Background: an optimization exercise with open tools, aiming at small area, a short achievable clock period and few clock cycles per item. Do not read the settings as production practice.
Function was not checked in any run shown here: the RTL went through the layout flow alone.
Power figures rest on the tool's default switching activity, not on a simulated workload.

## flow/flow/run.sh

```bash
#!/bin/bash
# Layout flow: the standard flow, with the port buffers that placement
# inserts made sky130_fd_sc_hd__buf_1 cells instead of the default choice.
set -euo pipefail
bash standard.sh "BUFFER_PORTS_ARGS=-buffer_cell sky130_fd_sc_hd__buf_1" finish > standard.log 2>&1
```

## flow/standard.sh

```bash
#!/bin/bash
# synth_recipe.tcl (not shown) runs the flow's synth.tcl, then flattens the netlist and writes it again
# the make line also repeats each setting of config.mk as NAME=value (left out here)
make -C /OpenROAD-flow-scripts/flow DESIGN_CONFIG=/design/flow/config.mk WORK_HOME=/design/flow/orfs CLKGATE_MAP_FILE= SYNTH_SCRIPT=/design/flow/synth_recipe.tcl "${@:-finish}"
```

## flow/config.mk

```make
export PLATFORM = sky130hd
export DESIGN_NAME = speech_mouth_pixel_overlay
export DESIGN_NICKNAME = speech_mouth_pixel_overlay
export VERILOG_FILES = /design/flow/design.v
export SDC_FILE = /design/flow/constraint.sdc
export NUM_CORES = 4
export LEC_CHECK = 0
export ABC_AREA = 1
export CAP_MARGIN = 20
export CORE_MARGIN = 2
export CORE_UTILIZATION = 40
export SETUP_SLACK_MARGIN = 2.8
export SLEW_MARGIN = 20
```

## flow/constraint.sdc

```tcl
create_clock -name core_clock -period 6.0 [get_ports {clk_i}]
set_input_delay 1.2000 -clock core_clock [delete_from_list [all_inputs] [get_ports {clk_i}]]
set_output_delay 1.2000 -clock core_clock [all_outputs]
set_load 0.01 [all_outputs]
```

## flow/design.v

```verilog
module smpo_gap #(
  parameter logic [17:0] C = 18'd0
) (
  input  logic [47:0] now_i,
  input  logic [47:0] t_i,
  output logic        lt_o
);
  logic [18:0] u;
  logic        borrow, lt_u;
  logic [29:0] eqb, carry;
  logic        hi_up, hi_zero;
  assign u      = {1'b0, t_i[17:0]} + {1'b0, C};
  assign borrow = now_i[17:0] < t_i[17:0];
  assign lt_u   = now_i[17:0] < u[17:0];
  assign eqb    = ~(now_i[47:18] ^ t_i[47:18]);
  assign carry  = {now_i[46:18] | ~t_i[46:18], 1'b0};
  assign hi_up  = &(eqb[29:1] ~^ carry[29:1]);
  assign hi_zero = hi_up && (eqb[0] != borrow);
  assign lt_o   = hi_zero && (borrow ? (u[18] && lt_u) : (u[18] || lt_u));
endmodule
module speech_mouth_pixel_overlay (
  input  logic        clk_i,
  input  logic        rst_ni,
  input  logic        in_valid_i,
  output logic        in_stall_o,
  input  logic [94:0] in_item_i,
  output logic        out_valid_o,
  input  logic        out_stall_i,
  output logic [19:0] out_item_o,
  input  logic        cfg_we_i,
  input  logic [2:0]  cfg_idx_i,
  input  logic [15:0] cfg_data_i
);
  localparam logic [1:0] ACT_PIXEL  = 2'd0;
  localparam logic [1:0] ACT_LEVEL  = 2'd1;
  localparam logic [1:0] ACT_ACTIVE = 2'd2;
  localparam logic [1:0] ACT_FRAME  = 2'd3;
  function automatic sum_zero5;
    input [4:0] a;
    input [4:0] b;
    sum_zero5 = ((a ^ b) == {a[3:0] | b[3:0], 1'b0});
  endfunction
  function automatic sum_zero6;
    input [5:0] a;
    input [5:0] b;
    sum_zero6 = ((a ^ b) == {a[4:0] | b[4:0], 1'b0});
  endfunction
  logic [1:0]  act;
  logic [9:0]  px, py;
  logic [15:0] pin;
  logic [7:0]  level;
  logic        flag;
  logic [47:0] now;
  assign act   = in_item_i[94:93];
  assign px    = in_item_i[92:83];
  assign py    = in_item_i[82:73];
  assign pin   = in_item_i[72:57];
  assign level = in_item_i[56:49];
  assign flag  = in_item_i[48];
  assign now   = in_item_i[47:0];
  logic [9:0]  left_q, top_q, cx_q, cy_q;
  logic [10:0] right_q, bottom_q;
  logic [15:0] black_q, white_q;
  always_ff @(posedge clk_i or negedge rst_ni) begin
    if (!rst_ni) begin
      left_q   <= 10'd0;
      top_q    <= 10'd0;
      right_q  <= 11'd0;
      bottom_q <= 11'd0;
      cx_q     <= 10'd0;
      cy_q     <= 10'd0;
      black_q  <= 16'h0000;
      white_q  <= 16'hFFFF;
    end else if (cfg_we_i) begin
      case (cfg_idx_i)
        3'd0:    left_q   <= cfg_data_i[9:0];
        3'd1:    top_q    <= cfg_data_i[9:0];
        3'd2:    right_q  <= cfg_data_i[10:0];
        3'd3:    bottom_q <= cfg_data_i[10:0];
        3'd4:    cx_q     <= cfg_data_i[9:0];
        3'd5:    cy_q     <= cfg_data_i[9:0];
        3'd6:    black_q  <= cfg_data_i;
        default: white_q  <= cfg_data_i;
      endcase
    end
  end
  logic s1_valid_q, s1_hit_q;
  logic [15:0] s1_pix_q;
  logic adv, accept;
  assign adv        = !(s1_valid_q && out_stall_i);
  assign in_stall_o = !adv;
  assign accept     = in_valid_i && adv;
  logic        active_q;
  logic [2:0]  target_q, render_q;
  logic [47:0] voice_q, step_q;
  logic        voice_recent, step_recent;
  logic        level_nz;
  logic [2:0]  req;
  smpo_gap #(.C(18'd200000)) u_voice_gap (.now_i(now), .t_i(voice_q), .lt_o(voice_recent));
  smpo_gap #(.C(18'd40000))  u_step_gap  (.now_i(now), .t_i(step_q),  .lt_o(step_recent));
  assign level_nz = (level != 8'd0);
  assign req      = (level > 8'd4) ? 3'd4 : level[2:0];
  always_ff @(posedge clk_i or negedge rst_ni) begin
    if (!rst_ni) begin
      active_q <= 1'b0;
      target_q <= 3'd0;
      render_q <= 3'd0;
    end else if (accept) begin
      case (act)
        ACT_LEVEL: begin
          if (active_q) begin
            if (level_nz) begin
              target_q <= req;
            end else if (!voice_recent) begin
              target_q <= 3'd0;
            end
          end
        end
        ACT_ACTIVE: begin
          active_q <= flag;
          target_q <= 3'd0;
          render_q <= 3'd0;
        end
        ACT_FRAME: begin
          if (active_q && !step_recent) begin
            if (render_q < target_q) begin
              render_q <= render_q + 3'd1;
            end else if (render_q > target_q) begin
              render_q <= render_q - 3'd1;
            end
          end
        end
        default: begin
        end
      endcase
    end
  end
  always_ff @(posedge clk_i) begin
    if (accept && (act == ACT_ACTIVE || (act == ACT_LEVEL && active_q && level_nz))) begin
      voice_q <= now;
    end
    if (accept && (act == ACT_ACTIVE || (act == ACT_FRAME && active_q && !step_recent))) begin
      step_q <= now;
    end
  end
  logic        compose, in_rect, bright, erase, hit;
  logic        x_lt_left, x_lt_right, y_lt_top, y_lt_bottom;
  logic [6:0]  weight;
  logic        bx, x_eq, x_up, x_dn, dx_small;
  logic        by, y_eq, y_up, dy_small;
  logic [5:0]  dx;
  logic [3:0]  dy;
  logic [19:0] ga;
  logic [13:0] gy;
  logic [4:0]  on_pose;
  assign compose = active_q && (act == ACT_PIXEL);
  assign x_lt_left   = px < left_q;
  assign x_lt_right  = {1'b0, px} < right_q;
  assign y_lt_top    = py < top_q;
  assign y_lt_bottom = {1'b0, py} < bottom_q;
  assign in_rect = !x_lt_left && x_lt_right && !y_lt_top && y_lt_bottom;
  assign weight  = {2'b0, pin[15:11]} + {2'b0, pin[4:0]} + {2'b0, pin[10:6]};
  assign bright  = (weight >= 7'd10);
  assign erase   = compose && in_rect && bright;
  assign bx       = px[4:0] < cx_q[4:0];
  assign x_eq     = (px[9:5] == cx_q[9:5]);
  assign x_up     = sum_zero5(px[9:5], ~cx_q[9:5]) && !(&cx_q[9:5]);    
  assign x_dn     = sum_zero5(~px[9:5], cx_q[9:5]) && !(&px[9:5]);      
  assign dx_small = x_eq || (bx ? x_up : x_dn);
  assign dx       = px[5:0] - cx_q[5:0];
  assign by       = py[3:0] < cy_q[3:0];
  assign y_eq     = (py[9:4] == cy_q[9:4]);
  assign y_up     = sum_zero6(py[9:4], ~cy_q[9:4]) && !(&cy_q[9:4]);    
  assign dy_small = by ? y_up : y_eq;
  assign dy       = py[3:0] - cy_q[3:0];
  always_comb begin
    for (int m = 0; m < 20; m++) begin
      ga[m] = dx[5] ? ({1'b0, dx[4:0]} <= 6'(32 - m)) : ({1'b0, dx[4:0]} >= 6'(m));
    end
    for (int j = 0; j < 14; j++) begin
      gy[j] = ({1'b0, dy} >= 5'(j));
    end
  end
  assign on_pose[0] = (ga[0] & ~ga[8] & gy[2] & ~gy[4])
                     | (ga[8] & ~ga[10] & gy[1] & ~gy[3])
                     | (ga[10] & ~ga[11] & gy[0] & ~gy[2]);
  assign on_pose[1] = (ga[0] & ~ga[7] & gy[3] & ~gy[5])
                     | (ga[7] & ~ga[10] & gy[2] & ~gy[4])
                     | (ga[10] & ~ga[12] & gy[1] & ~gy[3])
                     | (ga[12] & ~ga[13] & gy[0] & ~gy[2]);
  assign on_pose[2] = (ga[0] & ~ga[7] & gy[5] & ~gy[8])
                     | (ga[7] & ~ga[9] & gy[4] & ~gy[7])
                     | (ga[9] & ~ga[11] & gy[3] & ~gy[6])
                     | (ga[11] & ~ga[13] & gy[2] & ~gy[5])
                     | (ga[13] & ~ga[14] & gy[1] & ~gy[4])
                     | (ga[14] & ~ga[15] & gy[0] & ~gy[3]);
  assign on_pose[3] = (ga[0] & ~ga[7] & gy[7] & ~gy[10])
                     | (ga[7] & ~ga[9] & gy[6] & ~gy[9])
                     | (ga[9] & ~ga[11] & gy[5] & ~gy[8])
                     | (ga[11] & ~ga[13] & gy[4] & ~gy[7])
                     | (ga[13] & ~ga[14] & gy[3] & ~gy[6])
                     | (ga[14] & ~ga[15] & gy[2] & ~gy[5])
                     | (ga[15] & ~ga[16] & gy[1] & ~gy[4])
                     | (ga[16] & ~ga[17] & gy[0] & ~gy[3]);
  assign on_pose[4] = (ga[0] & ~ga[6] & gy[9] & ~gy[13])
                     | (ga[6] & ~ga[9] & gy[8] & ~gy[12])
                     | (ga[9] & ~ga[11] & gy[7] & ~gy[11])
                     | (ga[11] & ~ga[12] & gy[6] & ~gy[10])
                     | (ga[12] & ~ga[14] & gy[5] & ~gy[9])
                     | (ga[14] & ~ga[15] & gy[4] & ~gy[8])
                     | (ga[15] & ~ga[16] & gy[3] & ~gy[7])
                     | (ga[16] & ~ga[17] & gy[2] & ~gy[6])
                     | (ga[17] & ~ga[18] & gy[1] & ~gy[5])
                     | (ga[18] & ~ga[19] & gy[0] & ~gy[4]);
  assign hit = compose && dx_small && dy_small && on_pose[(render_q > 3'd4) ? 3'd4 : render_q];
  always_ff @(posedge clk_i or negedge rst_ni) begin
    if (!rst_ni) begin
      s1_valid_q <= 1'b0;
    end else if (adv) begin
      s1_valid_q <= in_valid_i;
    end
  end
  always_ff @(posedge clk_i) begin
    if (adv) begin
      s1_hit_q <= hit;
      s1_pix_q <= erase ? black_q : pin;
    end
  end
  assign out_valid_o = s1_valid_q;
  assign out_item_o  = {s1_hit_q ? white_q : s1_pix_q, 1'b0, render_q};
endmodule
```

==> results by group, run 1 <==
Setup path
  • Crit. End Element: register
  • Slowest stage cell, crit path: sky130_fd_sc_hd__fa_1
  • Endpoint required time on the critical path: between 6 and 7 ns
  • Most used cell along the critical path: sky130_fd_sc_hd__fa_1
  • Maximum fanout along the worst path: 5
  • Critical setup path kind: in2reg
  • Cell Chain, Critical Path: clkbuf_2 > fa_1 > ha_2 > inv_2 > fa_1 > inv_1 > o211ai_1 > o2111ai_4 > buf_4 > nand3_1 > nand2_1
  • Kind of start point of the critical path: input port
  • Critical path data arrival time: 3.39 ns
  • Worst stage delay on the critical path: roughly 0.54 ns

Layout
  • Final Util: 47.7%
  • Area grow syn2layout: 18.2%
  • Proportion of layout cells with a drive suffix above 1: 10.3%
  • Count of nets after finishing: 2128

Synth
  • Library cell with the highest instance count after synthesis: sky130_fd_sc_hd__nand2_1
  • Flop and latch count out of synthesis: 215
  • Number of flops mapped to enable cells by yosys: 113
  • Area share of the leading cell type in the synthesized netlist: a little under a quarter
  • Mean Syn Cell Area: 8.68 um2
  • Proportion of synthesized chip area in sequential cells: 41.8%
  • Most frequent cells after synthesis: sky130_fd_sc_hd__nand2_1 (350), sky130_fd_sc_hd__inv_1 (240), sky130_fd_sc_hd__ha_1 (187)
  • Net count of the mapped netlist: 1957
  • Async set or reset register ratio after synthesis: 47.4%
  • Cell area after synthesis: 14300 um2
  • Yosys warning total: 1
  • Biggest area consumer among synthesized cells: sky130_fd_sc_hd__edfxtp_1
  • Top area cells in the synthesized netlist: sky130_fd_sc_hd__edfxtp_1 (24%), sky130_fd_sc_hd__ha_1 (16%), sky130_fd_sc_hd__dfrtp_1 (15%)
  • Number of unique standard cell types used by synthesis: 54
  • Post-synth top flop: sky130_fd_sc_hd__edfxtp_1
  • Post-synthesis cell count: 1642

Clocking
  • Number of buffers added by the clock tree synthesis step: 27
  • Clock latency reported for the late side of the worst-skew pair: 0.55 ns
  • Max H-tree Level: 1
  • Number of buffers on the longest clock path: 3
  • Clock root buffer master: sky130_fd_sc_hd__clkbuf_16
  • Clk pin slew, worst setup/hold paths: roughly 0.060 ns
  • Total clock sinks: around 220
  • CTS tree: done
  • CTS Hold Buffers Added: 0

Pwr
  • Pwr dens: approximately 300 nW/um2
  • Leakage power figure: 7.73 nW
  • Maximum resistive drop on vdd: about 0.00023 V

Drt
  • DR iter-0 viols: 483
  • Remaining antenna violation count: 0
  • Drt first pass iters: 5
  • Total Wirelength: between 30000 and 40000 um
  • Vias per std cell: 5.05
  • Number of vias after detailed routing: 11588
  • DRC errors left: 0
  • Wire length per cell: 15.6 um

Global routing
  • Combined global-route utilization of all metal layers: 19.2%
  • Number of antenna violations at the first check in global routing: 2
  • GRT overflow: 0
  • Wire length of the first global-routing pass: 56900 um
  • Maximum number of pins on one net before global-route repair: 55
  • Vias in the first global route: 11375

STA
  • Max-slew violation count: 0
  • Setup violation total in the final timing report: 0
  • Time the worst path needs with I/O delays and setup: between 3 and 4 ns
  • Peak Freq: approximately 320 MHz
  • Slew Limit Headroom: a little over a third
  • RSZ-0062 raised after global routing: yes
  • Post-route setup TNS: 0 ns
  • Least-Margin Pin Slew: between 0.9 and 1 ns
  • Share of the clock period used by the worst path: 51.5%
  • Number of hold violations in the final report: 0
  • Worst clock skew: 0.00973 ns
  • Final worst hold slack: 0.484 ns

Worst hold path
  • Path category of the worst min-delay check: reg2reg

Floorplanning
  • Core Rows: 69
  • Initial standard-cell utilization of the core: 40.4%
  • Height of the chip: 193 um
  • Die Area: 37200 um2
  • Width of the chip: 193 um
  • I/O pin cnt: 141
  • Area inside the core boundary: 35300 um2

Placement
  • Gpl congestion: 0.936
  • DP HPWL: roughly 26000 um
  • IO Port Bufs: about 140

Outcome
  • Status: finished clean

Run
  • Maximum Capacitance Violations: 0
-- path summary, 6_finish.rpt --
| path | from | end | slack, ns | cells past startpoint |
|---|---|---|---|---|
| worst max-delay path | in_item_i[69] | s1_pix_q[11]$_DFFE_PN_ | 2.91 | 11 |
| worst min-delay path | right_q[1]$_DFFE_PN0P_ | right_q[1]$_DFFE_PN0P_ | 0.48 | 2 |
| worst max register to register | step_q[6]$_DFFE_PP_ | step_q[4]$_DFFE_PP_ | 2.95 | 18 |
| worst min register to register | right_q[1]$_DFFE_PN0P_ | right_q[1]$_DFFE_PN0P_ | 0.48 | 2 |
| max in group asynchronous | rst_ni | bottom_q[2]$_DFFE_PN0P_ | 4.08 | 2 |
| min in group asynchronous | rst_ni | black_q[8]$_DFFE_PN0P_ | 0.73 | 1 |
-- critical path: cells and delay by family --
family / cells / cell delay (ns)
compound gates: 2 / 0.48
buf+inv: 4 / 0.39
simple gates: 2 / 0.13
fa+ha+maj: 3 / 1.18
-- cells in the final DEF (no fill, tap or decap), types with 9 or more instances in the layout --
master,instances
sky130_fd_sc_hd__buf_1,135
sky130_fd_sc_hd__nand2_2,14
sky130_fd_sc_hd__inv_1,232
sky130_fd_sc_hd__dfrtp_1,86
sky130_fd_sc_hd__dfstp_2,16
sky130_fd_sc_hd__xnor2_1,33
sky130_fd_sc_hd__o21ai_0,124
sky130_fd_sc_hd__a21oi_1,72
sky130_fd_sc_hd__edfxtp_1,113
sky130_fd_sc_hd__inv_2,12
sky130_fd_sc_hd__o21ai_1,9
sky130_fd_sc_hd__nor4_1,10
sky130_fd_sc_hd__nand3_2,15
sky130_fd_sc_hd__nand4_1,21
sky130_fd_sc_hd__nor2_1,104
sky130_fd_sc_hd__clkbuf_16,28
sky130_fd_sc_hd__nor3_1,15
sky130_fd_sc_hd__ha_1,182
sky130_fd_sc_hd__nand2_1,337
sky130_fd_sc_hd__xor2_1,27
sky130_fd_sc_hd__nand3_1,86
sky130_fd_sc_hd__buf_4,16
-- what timing repair did --
action                     CTS  global route
buffers inserted             5            12
gates cloned                 2             8
pin swaps                    2            19
resized for setup           13            66
setup endpoints to repair  113           100
-- metal layers --
layer / part of all wire, % / up-vias / GRT usage [%]
met5: 0.036 / - / 0
met4: 2.9 / 2 / 6.14
met3: 4.0 / 69 / 2.69
met2: 48 / 235 / 33.5
met1: 45 / 5437 / 24.4
li1: - / 5845 / -
-- sequential cells by signal, indices dropped and copies added (netlist names) --
name / count
step_q: 48
black_q: 16
cy_q: 10
render_q: 3
s1_hit_q: 1
active_q: 1
voice_q: 48
s1_valid_q: 1
bottom_q: 11
top_q: 10
cx_q: 10
left_q: 10
white_q: 16
s1_pix_q: 16
target_q: 3
right_q: 11
-- through the flow --
step / setup slack (ns) / cell area (um2) / std cells / power, mW
6_report: 2.91 / 16900 / 2296 / 5.03
5_1_grt: 2.75 / 16800 / 2295 / 5.37
4_1_cts: 2.76 / 16400 / 2275 / 4.97
3_5_place_dp: 1.95 / 15400 / 2218 / 3.26
3_3_place_gp: 2.03 / 15400 / 2218 / 3.24
2_1_floorplan: 2.59 / 14400 / 1642 / 2.88
-- area by class of cell --
cell class                 count  area [um2]
sequential                   215        5970
inverter                     247         946
clock inverter                16         171
tap                          461         577
multi-input combinational   1161        7700
antenna                        1        2.50
timing repair buffer         161         743
clock buffer                  34         743
fill                        3385       18500
-- where the power goes --
| part | switching, mW | internal, mW | leakage (nW) |
|---|---|---|---|
| combinational | 0.963 | 0.552 | 4.98 |
| sequential | 0.103 | 1.75 | 2.30 |
| clock | 0.658 | 1.01 | 0.450 |
-- cells by family (layout without fill, tap and decap cells) --
| logic type | after synthesis | in the layout | synth area share (%) |
|---|---|---|---|
| muxes | 5 | 5 | 0.395 |
| DFF | 215 | 215 | 41.8 |
| buffers and inverters | 275 | 458 | 7.43 |
| other | 1 | 2 | 0.0263 |
| adders and majority gates | 196 | 196 | 17.7 |
| xor gates and xnor gates | 62 | 62 | 3.86 |
| and+or+nand+nor | 633 | 642 | 18.9 |
| AOI/OAI and AO/OA | 255 | 255 | 9.87 |
==> inputs of run 2 (changes only) <==
--- a/flow/config.mk
+++ b/flow/config.mk
@@ -11,3 +11,3 @@
 export CORE_UTILIZATION = 40
-export SETUP_SLACK_MARGIN = 2.8
+export SETUP_SLACK_MARGIN = 3.0
 export SLEW_MARGIN = 20
==> run 2 against run 1 <==
Against the previous run: critical endpoint is now s1_pix_q[2]$_DFFE_PN_; still clean on timing, DRC and antenna; worst setup slack got worse by 0.029 ns; wire length grew 4.6%; sequential share of layout area decreased by 1.0 points.
==> results by group, run 2 <==
Pwr
  • Pwr dens: 287 nW/um2 (was 299 nW/um2)
  • Leakage power figure: 7.84 nW (was 7.73 nW)
  • PnR Total Power: 4.98 mW (was 5.03 mW)
  • Maximum resistive drop on vdd: 0.000272 V (was 0.000232 V)

Placement
  • DP HPWL: 27300 um (was 26500 um)
  • IO Port Bufs: 139 (unchanged)
  • Gpl congestion: 0.899 (was 0.936)

Clocking
  • Clock latency reported for the late side of the worst-skew pair: 0.54 ns (was 0.55 ns)
  • CTS tree: done (unchanged)
  • Number of buffers added by the clock tree synthesis step: 26 (was 27)
  • Total clock sinks: 215 (unchanged)
  • Number of buffers on the longest clock path: 3 (unchanged)
  • Clk pin slew, worst setup/hold paths: 0.06 ns (about the same)
  • Clock root buffer master: sky130_fd_sc_hd__clkbuf_16 (unchanged)
  • Max H-tree Level: 1 (unchanged)

STA
  • Slew Limit Headroom: 37.1% (was 35.7%)
  • Peak Freq: 321 MHz (was 324 MHz)
  • Max-slew violation count: 0 (unchanged)
  • RSZ-0062 raised after global routing: yes (unchanged)
  • Worst clock skew: 0.0103 ns (was 0.00973 ns)
  • Time the worst path needs with I/O delays and setup: 3.12 ns (was 3.09 ns)
  • Share of the clock period used by the worst path: 52.0% (was 51.5%)
  • Final worst hold slack: 0.483 ns (was 0.484 ns)
  • Setup violation total in the final timing report: 0 (unchanged)
  • Number of hold violations in the final report: 0 (unchanged)
  • Least-Margin Pin Slew: 0.941 ns (was 0.962 ns)
  • Post-route setup TNS: 0 ns (unchanged)

Synth
  • Library cell with the highest instance count after synthesis: sky130_fd_sc_hd__nand2_1 (unchanged)
  • Async set or reset register ratio after synthesis: 47.4% (unchanged)
  • Cell area after synthesis: 14300 um2 (unchanged)
  • Most frequent cells after synthesis: sky130_fd_sc_hd__nand2_1 (350), sky130_fd_sc_hd__inv_1 (240), sky130_fd_sc_hd__ha_1 (187) (unchanged)
  • Mean Syn Cell Area: 8.68 um2 (unchanged)
  • Biggest area consumer among synthesized cells: sky130_fd_sc_hd__edfxtp_1 (unchanged)
  • Number of flops mapped to enable cells by yosys: 113 (unchanged)
  • Number of unique standard cell types used by synthesis: 54 (unchanged)
  • Top area cells in the synthesized netlist: sky130_fd_sc_hd__edfxtp_1 (24%), sky130_fd_sc_hd__ha_1 (16%), sky130_fd_sc_hd__dfrtp_1 (15%) (unchanged)
  • Proportion of synthesized chip area in sequential cells: 41.8% (unchanged)
  • Post-synth top flop: sky130_fd_sc_hd__edfxtp_1 (unchanged)
  • Flop and latch count out of synthesis: 215 (unchanged)
  • Area share of the leading cell type in the synthesized netlist: 23.8% (unchanged)
  • Post-synthesis cell count: 1642 (unchanged)
  • Yosys warning total: 1 (unchanged)
  • Net count of the mapped netlist: 1957 (unchanged)

Setup path
  • Worst stage delay on the critical path: 0.54 ns (about the same)
  • Slowest stage cell, crit path: sky130_fd_sc_hd__fa_1 (unchanged)
  • Critical setup path kind: in2reg (unchanged)
  • Most used cell along the critical path: sky130_fd_sc_hd__fa_1 (unchanged)
  • Maximum fanout along the worst path: 5 (unchanged)
  • Critical path data arrival time: 3.40 ns (was 3.39 ns)
  • Cell Chain, Critical Path: buf_6 > fa_1 > ha_2 > inv_2 > fa_1 > inv_1 > o211ai_1 > o2111ai_4 > clkbuf_16 > nand3_4 > nand2_2 (was clkbuf_2 > fa_1 > ha_2 > inv_2 > fa_1 > inv_1 > o211ai_1 > o2111ai_4 > buf_4 > nand3_1 > nand2_1)
  • Endpoint required time on the critical path: 6.29 ns (was 6.31 ns)
  • Kind of start point of the critical path: input port (unchanged)
  • Crit. End Element: register (unchanged)

Layout
  • Most frequent standard cell in the layout excluding fill and tap cells: sky130_fd_sc_hd__nand2_1 (unchanged)
  • Antenna diodes: 0 (was 1)
  • Filler cell count in the final layout: 3332 (was 3385)
  • Proportion of layout cells with a drive suffix above 1: 14.1% (was 10.3%)
  • Count of nets after finishing: 2148 (was 2128)
  • Total area of sequential cells: 5970 um2 (unchanged)
  • Area grow syn2layout: 21.6% (was 18.2%)
  • Top flop regs: step_q: 48 flops, voice_q: 48 flops (unchanged)
  • Commonest cells after routing, fill and taps aside: sky130_fd_sc_hd__nand2_1 (323), sky130_fd_sc_hd__inv_1 (231), sky130_fd_sc_hd__ha_1 (176), sky130_fd_sc_hd__buf_1 (134), sky130_fd_sc_hd__o21ai_0 (120) (was sky130_fd_sc_hd__nand2_1 (337), sky130_fd_sc_hd__inv_1 (232), sky130_fd_sc_hd__ha_1 (182), sky130_fd_sc_hd__buf_1 (135), sky130_fd_sc_hd__o21ai_0 (124))
  • Multi-input combinational cell area: 8070 um2 (was 7700 um2)

Global routing
  • Combined global-route utilization of all metal layers: 20.3% (was 19.2%)
  • GRT overflow: 0 (unchanged)
  • Vias in the first global route: 11703 (was 11375)
  • Maximum number of pins on one net before global-route repair: 55 (unchanged)
  • Wire length of the first global-routing pass: 59700 um (was 56900 um)
  • Number of antenna violations at the first check in global routing: 2 (unchanged)

Outcome
  • Status: finished clean (unchanged)

Floorplanning
  • Height of the chip: 193 um (unchanged)
  • Die Area: 37200 um2 (unchanged)
  • Initial standard-cell utilization of the core: 40.4% (unchanged)
  • Core Rows: 69 (unchanged)
  • I/O pin cnt: 141 (unchanged)
  • Area inside the core boundary: 35300 um2 (unchanged)
  • Width of the chip: 193 um (unchanged)

Run
  • Maximum Capacitance Violations: 0 (unchanged)

Worst hold path
  • Path category of the worst min-delay check: reg2reg (unchanged)

Drt
  • Drt first pass iters: 6 (was 5)
  • DRC errors left: 0 (unchanged)
  • DR iter-0 viols: 481 (was 483)
  • Number of vias after detailed routing: 11713 (was 11588)
  • Total Wirelength: 37500 um (was 35800 um)
  • Wire length per cell: 16.2 um (was 15.6 um)
  • Vias per std cell: 5.06 (was 5.05)
  • Remaining antenna violation count: 0 (unchanged)
==> run 2: cell counts after synthesis <==
No cell type changed its count.
==> run 2: path summary, 6_finish.rpt <==
path / start / end / slack [ns] / cells past startpoint
max in group asynchronous: rst_ni / target_q[1]$_DFFE_PN0P_ / 4.10 / 2
setup / recovery: in_item_i[58] / s1_pix_q[2]$_DFFE_PN_ / 2.88 / 11
hold reg to reg: top_q[9]$_DFFE_PN0P_ / top_q[9]$_DFFE_PN0P_ / 0.48 / 2
setup reg to reg: step_q[7]$_DFFE_PP_ / step_q[6]$_DFFE_PP_ / 2.93 / 19
min in group asynchronous: rst_ni / top_q[7]$_DFFE_PN0P_ / 0.76 / 1
hold / removal: top_q[9]$_DFFE_PN0P_ / top_q[9]$_DFFE_PN0P_ / 0.48 / 2
==> run 2: metrics by stage <==
stage                     area, um2  instances  utilization (%)  setup slack, ns
after floorplan               14500       1642                -             2.59
after global placement        15400       2217             43.8             2.01
after detailed placement      15400       2217             43.8             1.91
after CTS                     17100       2302             48.3             2.87
after global routing          17300       2313             49.1             2.75
final                         17300       2313             49.1             2.88
==> run 2: repair_timing <==
item / in CTS / in global routing
resized for setup: 93 / 58
pin swaps: 34 / 21
gates cloned: 9 / 1
endpoints found under the setup margin: 118 / 71
buffers inserted: 29 / 10
hold buffers: 0 / 0
==> run 2: metal layers <==
layer / vias to the layer above / global-route usage [%] / part of all wire [%] / wire length, um
li1: 5894 / - / - / -
met4: 4 / 5.52 / 2.8 / 1040
met5: - / 0 / 0.064 / 24
met2: 252 / 35.9 / 49 / 18500
met1: 5491 / 26.1 / 44 / 16400
met3: 72 / 2.64 / 4.1 / 1550
==> run 2: cell type report <==
class,instances,area share (%)
sequential,215,34.4
tap,461,3.33
timing repair buffer,183,5.61
clock inverter,18,0.671
inverter,247,5.45
clock buffer,29,4.00
multi-input combinational,1160,46.5
==> run 2: cell families after synthesis <==
family,synth area share [%]
xor+xnor,3.86
fa+ha+maj,17.7
flops,41.8
buf+inv,7.43
simple gates,18.9
compound gates,9.87
mux,0.395
other cells,0.0263
==> run 2: critical path: cells and delay by family <==
kind                     cells  cell delay (ns)
buffers and inverters        4             0.42
AO/OA/AOI/OAI                2             0.46
adder cells (fa/ha/maj)      3             1.19
AND/OR/NAND/NOR              2             0.14
==> run 2: power breakdown <==
part	internal, mW	switching (mW)
Clock	0.870	0.639
Combinational	0.606	1.01
Sequential	1.75	0.111
==> inputs of run 3 (changes only) <==
--- a/flow/config.mk
+++ b/flow/config.mk
@@ -11,2 +11,3 @@
 export CORE_UTILIZATION = 40
+export CTS_BUF_LIST = sky130_fd_sc_hd__clkbuf_4 sky130_fd_sc_hd__clkbuf_8
 export SETUP_SLACK_MARGIN = 3.0
==> run 3 against run 2 <==
Against the previous run: sequential share of layout area decreased by 0.092 points; worst setup slack lost 0.057 ns; core utilization increased by 0.13 points; critical endpoint is now step_q[2]$_DFFE_PP_.
==> results by group, run 3 <==
Synth
  • Main combinational cell family by area after synthesis: simple AND/OR/NAND/NOR gates (unchanged)
  • Post-synthesis cell count: 1642 (unchanged)
  • Net count of the mapped netlist: 1957 (unchanged)
  • Synthesized-area fraction occupied by adder cells: 17.7% (unchanged)
  • Number of unique standard cell types used by synthesis: 54 (unchanged)
  • Top area cells in the synthesized netlist: sky130_fd_sc_hd__edfxtp_1 (24%), sky130_fd_sc_hd__ha_1 (16%), sky130_fd_sc_hd__dfrtp_1 (15%) (unchanged)
  • Multiplexer fraction of the synthesized cell area: 0.395% (unchanged)
  • Post-synth top flop: sky130_fd_sc_hd__edfxtp_1 (unchanged)
  • Area share of the leading cell type in the synthesized netlist: 23.8% (unchanged)
  • Xor/xnor share of the synthesized area: 3.86% (unchanged)
  • Area share of and/or/nand/nor cells after synthesis: 18.9% (unchanged)
  • Proportion of synthesized chip area in sequential cells: 41.8% (unchanged)
  • Complex-gate fraction of the synthesized area: 9.87% (unchanged)
  • Library cell with the highest instance count after synthesis: sky130_fd_sc_hd__nand2_1 (unchanged)
  • Biggest area consumer among synthesized cells: sky130_fd_sc_hd__edfxtp_1 (unchanged)
  • Most frequent cells after synthesis: sky130_fd_sc_hd__nand2_1 (350), sky130_fd_sc_hd__inv_1 (240), sky130_fd_sc_hd__ha_1 (187) (unchanged)
  • Cell area after synthesis: 14300 um2 (unchanged)
  • Flop and latch count out of synthesis: 215 (unchanged)
  • Mean Syn Cell Area: 8.68 um2 (unchanged)
  • Yosys warning total: 1 (unchanged)
  • Number of flops mapped to enable cells by yosys: 113 (unchanged)
  • Async set or reset register ratio after synthesis: 47.4% (unchanged)

Floorplanning
  • Area inside the core boundary: 35300 um2 (unchanged)
  • Core Rows: 69 (unchanged)
  • Height of the chip: 193 um (unchanged)
  • Initial standard-cell utilization of the core: 40.4% (unchanged)
  • Die Area: 37200 um2 (unchanged)
  • Width of the chip: 193 um (unchanged)
  • I/O pin cnt: 141 (unchanged)

Global routing
  • Number of antenna violations at the first check in global routing: 2 (unchanged)
  • Maximum number of pins on one net before global-route repair: 55 (unchanged)
  • Combined global-route utilization of all metal layers: 20.4% (was 20.3%)
  • Wire length of the first global-routing pass: 59000 um (was 59700 um)
  • Vias in the first global route: 11577 (was 11703)
  • GRT overflow: 0 (unchanged)

Setup path
  • Maximum fanout along the worst path: 6 (was 5)
  • Crit. End Element: register (unchanged)
  • Critical path data arrival time: 3.43 ns (was 3.40 ns)
  • Critical setup path kind: reg2reg (was in2reg)
  • Critical path endpoint: step_q[2]$_DFFE_PP_ (was s1_pix_q[2]$_DFFE_PN_)
  • Endpoint required time on the critical path: 6.25 ns (was 6.29 ns)
  • Kind of start point of the critical path: register (was input port)
  • Register-to-Register Setup Slack: 2.83 ns (was 2.93 ns)
  • Source of the worst register-to-register timing path: step_q[8]$_DFFE_PP_ (was step_q[7]$_DFFE_PP_)
  • Reg-to-Reg End: step_q[2]$_DFFE_PP_ (was step_q[6]$_DFFE_PP_)
  • Startpoint of the most critical setup path: step_q[8]$_DFFE_PP_ (was in_item_i[58])
  • Count of cells along the worst register-to-register path: 19 (unchanged)

Layout
  • Most frequent standard cell in the layout excluding fill and tap cells: sky130_fd_sc_hd__nand2_1 (unchanged)
  • Post-route non-filler standard cell count: 2340 (was 2313)
  • Top flop regs: step_q: 48 flops, voice_q: 48 flops (unchanged)
  • Area grow syn2layout: 21.9% (was 21.6%)
  • Count of nets after finishing: 2161 (was 2148)
  • Filler cell count in the final layout: 3383 (was 3332)
  • Proportion of layout cells with a drive suffix above 1: 16.5% (was 14.1%)
  • Commonest cells after routing, fill and taps aside: sky130_fd_sc_hd__nand2_1 (315), sky130_fd_sc_hd__inv_1 (231), sky130_fd_sc_hd__ha_1 (175), sky130_fd_sc_hd__buf_1 (133), sky130_fd_sc_hd__o21ai_0 (119) (was sky130_fd_sc_hd__nand2_1 (323), sky130_fd_sc_hd__inv_1 (231), sky130_fd_sc_hd__ha_1 (176), sky130_fd_sc_hd__buf_1 (134), sky130_fd_sc_hd__o21ai_0 (120))
  • Multi-input combinational cell area: 8090 um2 (was 8070 um2)
  • Antenna diodes: 0 (unchanged)
  • Total area of sequential cells: 5970 um2 (unchanged)

STA
  • Time the worst path needs with I/O delays and setup: 3.17 ns (was 3.12 ns)
  • Max-slew violation count: 0 (unchanged)
  • Least-Margin Pin Slew: 1.40 ns (was 0.941 ns)
  • Slew Limit Headroom: 6.25% (was 37.1%)
  • Worst clock skew: 0.0151 ns (was 0.0103 ns)
  • Peak Freq: 315 MHz (was 321 MHz)
  • Setup violation total in the final timing report: 0 (unchanged)
  • Share of the clock period used by the worst path: 52.9% (was 52.0%)
  • RSZ-0062 raised after global routing: yes (unchanged)
  • Number of hold violations in the final report: 0 (unchanged)
  • Post-route setup TNS: 0 ns (unchanged)

Placement
  • Post-Place Cells: 2217 (unchanged)
  • DP HPWL: 27300 um (unchanged)
  • IO Port Bufs: 139 (unchanged)
  • Gpl congestion: 0.899 (unchanged)

Drt
  • Vias per std cell: 5.02 (was 5.06)
  • Remaining antenna violation count: 0 (unchanged)
  • Number of vias after detailed routing: 11755 (was 11713)
  • DRC errors left: 0 (unchanged)
  • Wire length per cell: 16.3 um (was 16.2 um)
  • Total Wirelength: 38100 um (was 37500 um)
  • DR iter-0 viols: 562 (was 481)
  • Drt first pass iters: 5 (was 6)

Clocking
  • CTS Hold Buffers Added: 0 (unchanged)
  • Clk pin slew, worst setup/hold paths: 0.06 ns (about the same)
  • Clock latency reported for the late side of the worst-skew pair: 0.59 ns (was 0.54 ns)
  • Number of buffers added by the clock tree synthesis step: 41 (was 26)
  • CTS tree: done (unchanged)
  • Number of buffers on the longest clock path: 3 (unchanged)
  • Total clock sinks: 215 (unchanged)
  • Max H-tree Level: 2 (was 1)
  • Clock root buffer master: sky130_fd_sc_hd__clkbuf_8 (was sky130_fd_sc_hd__clkbuf_16)

Pwr
  • Leakage power figure: 7.89 nW (was 7.84 nW)
  • PnR Total Power: 5.02 mW (was 4.98 mW)
  • Maximum resistive drop on vdd: 0.000211 V (was 0.000272 V)
  • Pwr dens: 289 nW/um2 (was 287 nW/um2)

Run
  • Maximum Capacitance Violations: 0 (unchanged)

Outcome
  • Status: finished clean (unchanged)

Worst hold path
  • Path category of the worst min-delay check: reg2reg (unchanged)
[run 3: changes by cell type in the layout (fill, tap and decap cells not counted), sizes merged]
cell / previous run / this run
clkbuf: 33 / 72
clkinv: 15 / 3
buf: 179 / 176
clkinvlp: 2 / 3
inv: 247 / 248
nand2: 364 / 365
[run 3: cell families (layout without fill, tap and decap cells)]
logic type / after synthesis / in the layout
AOI/OAI and AO/OA: 255 / 255
DFF: 215 / 215
adders and majority gates: 196 / 196
other: 1 / 1
muxes: 5 / 5
buffers and inverters: 275 / 503
xor gates and xnor gates: 62 / 62
and+or+nand+nor: 633 / 642
[run 3: critical path, stage by stage (launching register included)]
cell and delay (ns):
sky130_fd_sc_hd__edfxtp_1 0.40, sky130_fd_sc_hd__inv_2 0.08, sky130_fd_sc_hd__nor3_4 0.21, sky130_fd_sc_hd__nand2_2 0.08, sky130_fd_sc_hd__nand4_1 0.13, sky130_fd_sc_hd__nand3_2 0.12, sky130_fd_sc_hd__buf_4 0.15, sky130_fd_sc_hd__xor2_1 0.13
sky130_fd_sc_hd__ha_1 0.35, sky130_fd_sc_hd__nand2_1 0.08, sky130_fd_sc_hd__inv_1 0.04, sky130_fd_sc_hd__o21ai_1 0.10, sky130_fd_sc_hd__nand2_1 0.09, sky130_fd_sc_hd__a21oi_2 0.13, sky130_fd_sc_hd__nand3_2 0.11, sky130_fd_sc_hd__nand2_2 0.07
sky130_fd_sc_hd__nand3_2 0.08, sky130_fd_sc_hd__nand4_1 0.13, sky130_fd_sc_hd__buf_6 0.23, sky130_fd_sc_hd__nand2_8 0.12
[run 3: worst min path at each step]
| stage | from | end | slack (ns) | depth (start not counted) |
|---|---|---|---|---|
| 2_1_floorplan | target_q[1]$_DFFE_PN0P_ | target_q[1]$_DFFE_PN0P_ | 0.44 | 2 |
| 3_3_place_gp | cy_q[3]$_DFFE_PN0P_ | cy_q[3]$_DFFE_PN0P_ | 0.47 | 2 |
| 3_5_place_dp | top_q[8]$_DFFE_PN0P_ | top_q[8]$_DFFE_PN0P_ | 0.47 | 2 |
| 4_1_cts | top_q[8]$_DFFE_PN0P_ | top_q[8]$_DFFE_PN0P_ | 0.49 | 2 |
| 5_1_grt | top_q[8]$_DFFE_PN0P_ | top_q[8]$_DFFE_PN0P_ | 0.50 | 2 |
| 6_report | top_q[8]$_DFFE_PN0P_ | top_q[8]$_DFFE_PN0P_ | 0.48 | 2 |
[run 3: final cells by class]
cell class,instances,share of cell area (%)
Multi-Input combinational cell,1161,46.5
Clock buffer,68,4.48
Timing Repair Buffer,180,5.48
Sequential cell,215,34.3
Inverter,247,5.42
Tap cell,461,3.32
Clock inverter,8,0.446
[run 3: repair_timing]
action | in CTS | in global routing
buffers inserted | 14 | 22
pin swaps | 15 | 70
endpoints found under the setup margin | 118 | 71
cloned | 6 | 5
resized for setup | 41 | 130
[run 3: metrics by stage]
stage	utilization [%]	instance area (um2)	setup slack (ns)	hold slack [ns]
floorplan	-	14500	2.59	0.442
detailed placement	43.8	15400	1.91	0.473
global placement	43.8	15400	2.01	0.466
finish	49.2	17400	2.83	0.481
CTS	47.3	16700	2.84	0.488
global route	49.2	17400	2.66	0.504
[run 3: per-layer routing]
layer  global-route usage (%)  up-vias  share of wire, %
li1                         -     5924                 -
met3                     4.06       56               4.4
met1                     25.7     5539                44
met5                        0        -             0.063
met2                     35.1      232                50
met4                     6.14        4               1.9
[run 3: report_power, final]
group / total [mW] / internal, mW / switching, mW
clock network: 1.53 / 0.866 / 0.666
registers: 1.86 / 1.75 / 0.110
logic: 1.63 / 0.611 / 1.02
==> inputs of run 4 (changes only) <==
==> flow/flow/run.sh (replaced) <==
#!/bin/bash
# Layout flow: the standard flow, with the port buffers that placement
# inserts made sky130_fd_sc_hd__buf_2 cells instead of the default choice.
set -euo pipefail
bash standard.sh "BUFFER_PORTS_ARGS=-buffer_cell sky130_fd_sc_hd__buf_2" finish > standard.log 2>&1
--- a/flow/config.mk
+++ b/flow/config.mk
@@ -11,3 +11,2 @@
 export CORE_UTILIZATION = 40
-export CTS_BUF_LIST = sky130_fd_sc_hd__clkbuf_4 sky130_fd_sc_hd__clkbuf_8
 export SETUP_SLACK_MARGIN = 3.0
==> run 4 against run 3 <==
Against the previous run: fmax rose by 2.5%; core utilization rose by 0.75 points; sequential power barely moved; wire length fell by 1.5%; cell count fell by 0.81%; register-to-register slack improved by 0.10 ns; combinational power rose by 6%; clock-buffer cell count fell by 33; clock skew rose by 0.0052 ns; design area rose by 1.5%; total power rose by 5.6%; critical path type is now in2reg; critical endpoint is now s1_pix_q[7]$_DFFE_PN_; highest routed layer unchanged.
==> results by group, run 4 <==
Outcome
  • Status: finished clean (unchanged)

STA
  • Number of hold violations in the final report: 0 (unchanged)
  • Peak Freq: 323 MHz (was 315 MHz)
  • Share of the clock period used by the worst path: 51.6% (was 52.9%)
  • Max-slew violation count: 0 (unchanged)
  • Worst clock skew: 0.0203 ns (was 0.0151 ns)
  • Least-Margin Pin Slew: 0.946 ns (was 1.40 ns)
  • RSZ-0062 raised after global routing: yes (unchanged)
  • Post-route setup TNS: 0 ns (unchanged)
  • Setup violation total in the final timing report: 0 (unchanged)
  • Slew Limit Headroom: 36.8% (was 6.25%)
  • Time the worst path needs with I/O delays and setup: 3.10 ns (was 3.17 ns)

Layout
  • Area grow syn2layout: 23.8% (was 21.9%)
  • Final Util: 50.0% (was 49.2%)
  • Most frequent standard cell in the layout excluding fill and tap cells: sky130_fd_sc_hd__nand2_1 (unchanged)
  • Top flop regs: step_q: 48 flops, voice_q: 48 flops (unchanged)
  • Commonest cells after routing, fill and taps aside: sky130_fd_sc_hd__nand2_1 (322), sky130_fd_sc_hd__inv_1 (228), sky130_fd_sc_hd__ha_1 (175), sky130_fd_sc_hd__buf_2 (137), sky130_fd_sc_hd__o21ai_0 (120) (was sky130_fd_sc_hd__nand2_1 (315), sky130_fd_sc_hd__inv_1 (231), sky130_fd_sc_hd__ha_1 (175), sky130_fd_sc_hd__buf_1 (133), sky130_fd_sc_hd__o21ai_0 (119))
  • Count of nets after finishing: 2154 (was 2161)
  • Proportion of layout cells with a drive suffix above 1: 22.3% (was 16.5%)

Placement
  • Gpl congestion: 0.883 (was 0.899)
  • IO Port Bufs: 139 (unchanged)
  • DP HPWL: 26900 um (was 27300 um)

Setup path
  • Endpoint required time on the critical path: 6.28 ns (was 6.25 ns)
  • Kind of start point of the critical path: input port (was register)
  • Crit. End Element: register (unchanged)
  • Maximum fanout along the worst path: 17 (was 6)
  • Critical path data arrival time: 3.38 ns (was 3.43 ns)
  • Critical setup path kind: in2reg (was reg2reg)

Floorplanning
  • Core Rows: 69 (unchanged)
  • Initial standard-cell utilization of the core: 40.4% (unchanged)
  • I/O pin cnt: 141 (unchanged)
  • Area inside the core boundary: 35300 um2 (unchanged)
  • Width of the chip: 193 um (unchanged)
  • Height of the chip: 193 um (unchanged)
  • Die Area: 37200 um2 (unchanged)

Drt
  • Drt first pass iters: 5 (unchanged)
  • Wire length per cell: 16.2 um (was 16.3 um)
  • Remaining antenna violation count: 0 (unchanged)
  • DRC errors left: 0 (unchanged)
  • Number of vias after detailed routing: 11803 (was 11755)
  • Total Wirelength: 37500 um (was 38100 um)
  • DR iter-0 viols: 605 (was 562)
  • Vias per std cell: 5.09 (was 5.02)

Pwr
  • Maximum resistive drop on vdd: 0.000228 V (was 0.000211 V)
  • Leakage power figure: 8.31 nW (was 7.89 nW)
  • Pwr dens: 300 nW/um2 (was 289 nW/um2)

Synth
  • Cell area after synthesis: 14300 um2 (unchanged)
  • Most frequent cells after synthesis: sky130_fd_sc_hd__nand2_1 (350), sky130_fd_sc_hd__inv_1 (240), sky130_fd_sc_hd__ha_1 (187) (unchanged)
  • Biggest area consumer among synthesized cells: sky130_fd_sc_hd__edfxtp_1 (unchanged)
  • Flop and latch count out of synthesis: 215 (unchanged)
  • Area share of the leading cell type in the synthesized netlist: 23.8% (unchanged)
  • Post-synth top flop: sky130_fd_sc_hd__edfxtp_1 (unchanged)
  • Yosys warning total: 1 (unchanged)
  • Number of flops mapped to enable cells by yosys: 113 (unchanged)
  • Top area cells in the synthesized netlist: sky130_fd_sc_hd__edfxtp_1 (24%), sky130_fd_sc_hd__ha_1 (16%), sky130_fd_sc_hd__dfrtp_1 (15%) (unchanged)
  • Library cell with the highest instance count after synthesis: sky130_fd_sc_hd__nand2_1 (unchanged)
  • Net count of the mapped netlist: 1957 (unchanged)
  • Mean Syn Cell Area: 8.68 um2 (unchanged)
  • Number of unique standard cell types used by synthesis: 54 (unchanged)
  • Proportion of synthesized chip area in sequential cells: 41.8% (unchanged)
  • Post-synthesis cell count: 1642 (unchanged)
  • Async set or reset register ratio after synthesis: 47.4% (unchanged)

Global routing
  • Combined global-route utilization of all metal layers: 20.1% (was 20.4%)
  • Maximum number of pins on one net before global-route repair: 69 (was 55)
  • Number of antenna violations at the first check in global routing: 4 (was 2)
  • Wire length of the first global-routing pass: 58500 um (was 59000 um)
  • GRT overflow: 0 (unchanged)
  • Vias in the first global route: 11411 (was 11577)

Run
  • Maximum Capacitance Violations: 0 (unchanged)

Clocking
  • Clk pin slew, worst setup/hold paths: 0.06 ns (about the same)
  • CTS Hold Buffers Added: 0 (unchanged)
  • Clock latency reported for the late side of the worst-skew pair: 0.54 ns (was 0.59 ns)
  • Number of buffers on the longest clock path: 3 (unchanged)
  • Total clock sinks: 215 (unchanged)
  • Max H-tree Level: 1 (was 2)
  • Clock root buffer master: sky130_fd_sc_hd__clkbuf_16 (was sky130_fd_sc_hd__clkbuf_8)
  • CTS tree: done (unchanged)
  • Number of buffers added by the clock tree synthesis step: 26 (was 41)

Worst hold path
  • Path category of the worst min-delay check: reg2reg (unchanged)
[run 4: cell count changes in the layout (fill, tap and decap cells not counted), moves of 14 or more]
| cell | previous run | this run |
|---|---|---|
| sky130_fd_sc_hd__buf_1 | 133 | 0 |
| sky130_fd_sc_hd__buf_2 | 1 | 137 |
| sky130_fd_sc_hd__clkbuf_16 | 2 | 30 |
| sky130_fd_sc_hd__clkbuf_4 | 26 | 0 |
| sky130_fd_sc_hd__clkbuf_8 | 43 | 4 |
| sky130_fd_sc_hd__nand3_1 | 65 | 79 |
[run 4: area by class of cell]
type | count | area, um2
flip-flops and latches | 215 | 5970
inverters | 247 | 953
multi-input cells | 1162 | 8070
clock buffers | 35 | 810
repair buffers | 187 | 1120
well taps | 461 | 577
fillers | 3283 | 17700
diodes | 1 | 2.50
clock inverters | 13 | 151
[run 4: cells by family after synthesis]
group	count (synthesis)	synth area share [%]
AO/OA/AOI/OAI	255	9.87
XOR/XNOR	62	3.86
adder cells (fa/ha/maj)	196	17.7
buffers and inverters	275	7.43
flip-flops	215	41.8
multiplexers	5	0.395
other	1	0.0263
AND/OR/NAND/NOR	633	18.9
[run 4: critical path, stage by stage]
cell and delay (ns):
sky130_fd_sc_hd__buf_2 0.12, sky130_fd_sc_hd__fa_1 0.54, sky130_fd_sc_hd__ha_1 0.17, sky130_fd_sc_hd__inv_1 0.06, sky130_fd_sc_hd__fa_1 0.48, sky130_fd_sc_hd__inv_1 0.04
sky130_fd_sc_hd__o211ai_1 0.23, sky130_fd_sc_hd__o2111ai_4 0.16, sky130_fd_sc_hd__buf_12 0.19, sky130_fd_sc_hd__nand3_1 0.13, sky130_fd_sc_hd__nand2_1 0.07
[run 4: layer usage]
metal  global-route usage, %  vias to the layer above  part of all wire, %
met5                       0                        -                 0.11
met4                    5.78                        6                  3.0
met3                    2.64                       78                  4.4
met2                    36.1                      288                   49
met1                    25.0                     5517                   43
li1                        -                     5914                    -
[run 4: stage by stage]
stage | worst slack (ns) | power (mW) | instances | hold WS (ns) | instance area (um2)
after floorplan | 2.59 | 2.89 | 1642 | 0.442 | 14500
after global placement | 2.08 | 3.27 | 2217 | 0.469 | 15600
after detailed placement | 1.98 | 3.29 | 2217 | 0.465 | 15600
after CTS | 2.94 | 5.16 | 2298 | 0.480 | 17200
after global routing | 2.73 | 5.63 | 2321 | 0.503 | 17700
final | 2.90 | 5.30 | 2321 | 0.482 | 17700
[run 4: worst paths after layout]
| kind | startpoint | cells after the start | slack [ns] | end |
|---|---|---|---|---|
| max | in_item_i[58] | 11 | 2.90 | s1_pix_q[7]$_DFFE_PN_ |
| min | target_q[2]$_DFFE_PN0P_ | 2 | 0.48 | target_q[2]$_DFFE_PN0P_ |
| max reg2reg | step_q[8]$_DFFE_PP_ | 17 | 2.93 | step_q[43]$_DFFE_PP_ |
| min reg2reg | target_q[2]$_DFFE_PN0P_ | 2 | 0.48 | target_q[2]$_DFFE_PN0P_ |
| max in group asynchronous | rst_ni | 2 | 4.12 | right_q[4]$_DFFE_PN0P_ |
| min in group asynchronous | rst_ni | 1 | 0.78 | bottom_q[9]$_DFFE_PN0P_ |
[run 4: where the power goes]
part | internal, mW | total (mW) | switching, mW
combinational | 0.666 | 1.73 | 1.06
sequential | 1.75 | 1.85 | 0.103
clock | 1.08 | 1.72 | 0.646
[run 4: repair_timing]
action,in CTS,in global routing
gates cloned,7,3
pin swaps,26,48
buffers inserted,26,19
hold endpoints to repair,0,0
setup endpoints to repair,131,71
resized for setup,71,83

[port drivers added, routing unchanged]
The results above use ideal ports. As a check the final layouts listed here were re-extracted and re-timed, cells and wires unchanged. Step 1: set_driving_cell puts a clkbuf_16 on clk_i and a buf_2 on each other input, an assumption about the parent block. Step 2 times the ports against the registers' clock, not the clock port: input delays grow and output delays shrink by t, the midpoint of the rising clock arrivals with the driver on. a / b / c = no drivers / after step 1 / after step 2; a / b = the first two.
run	t (ns)	slack for setup (ns)	worst setup path at the end
run 1	0.593	2.912 / 2.944 / 2.351	input to register
run 2	0.580	2.883 / 2.895 / 2.315	input to register
run 3	0.633	2.825 / 2.825 / 2.245	input to register
run 4	0.585	2.904 / 2.932 / 2.349	input to register
After both steps setup and hold are still met in every run listed. For run 3, which loses most, drivers alone change the setup slack by 0.000 ns; drivers and shift together by -0.580 ns.
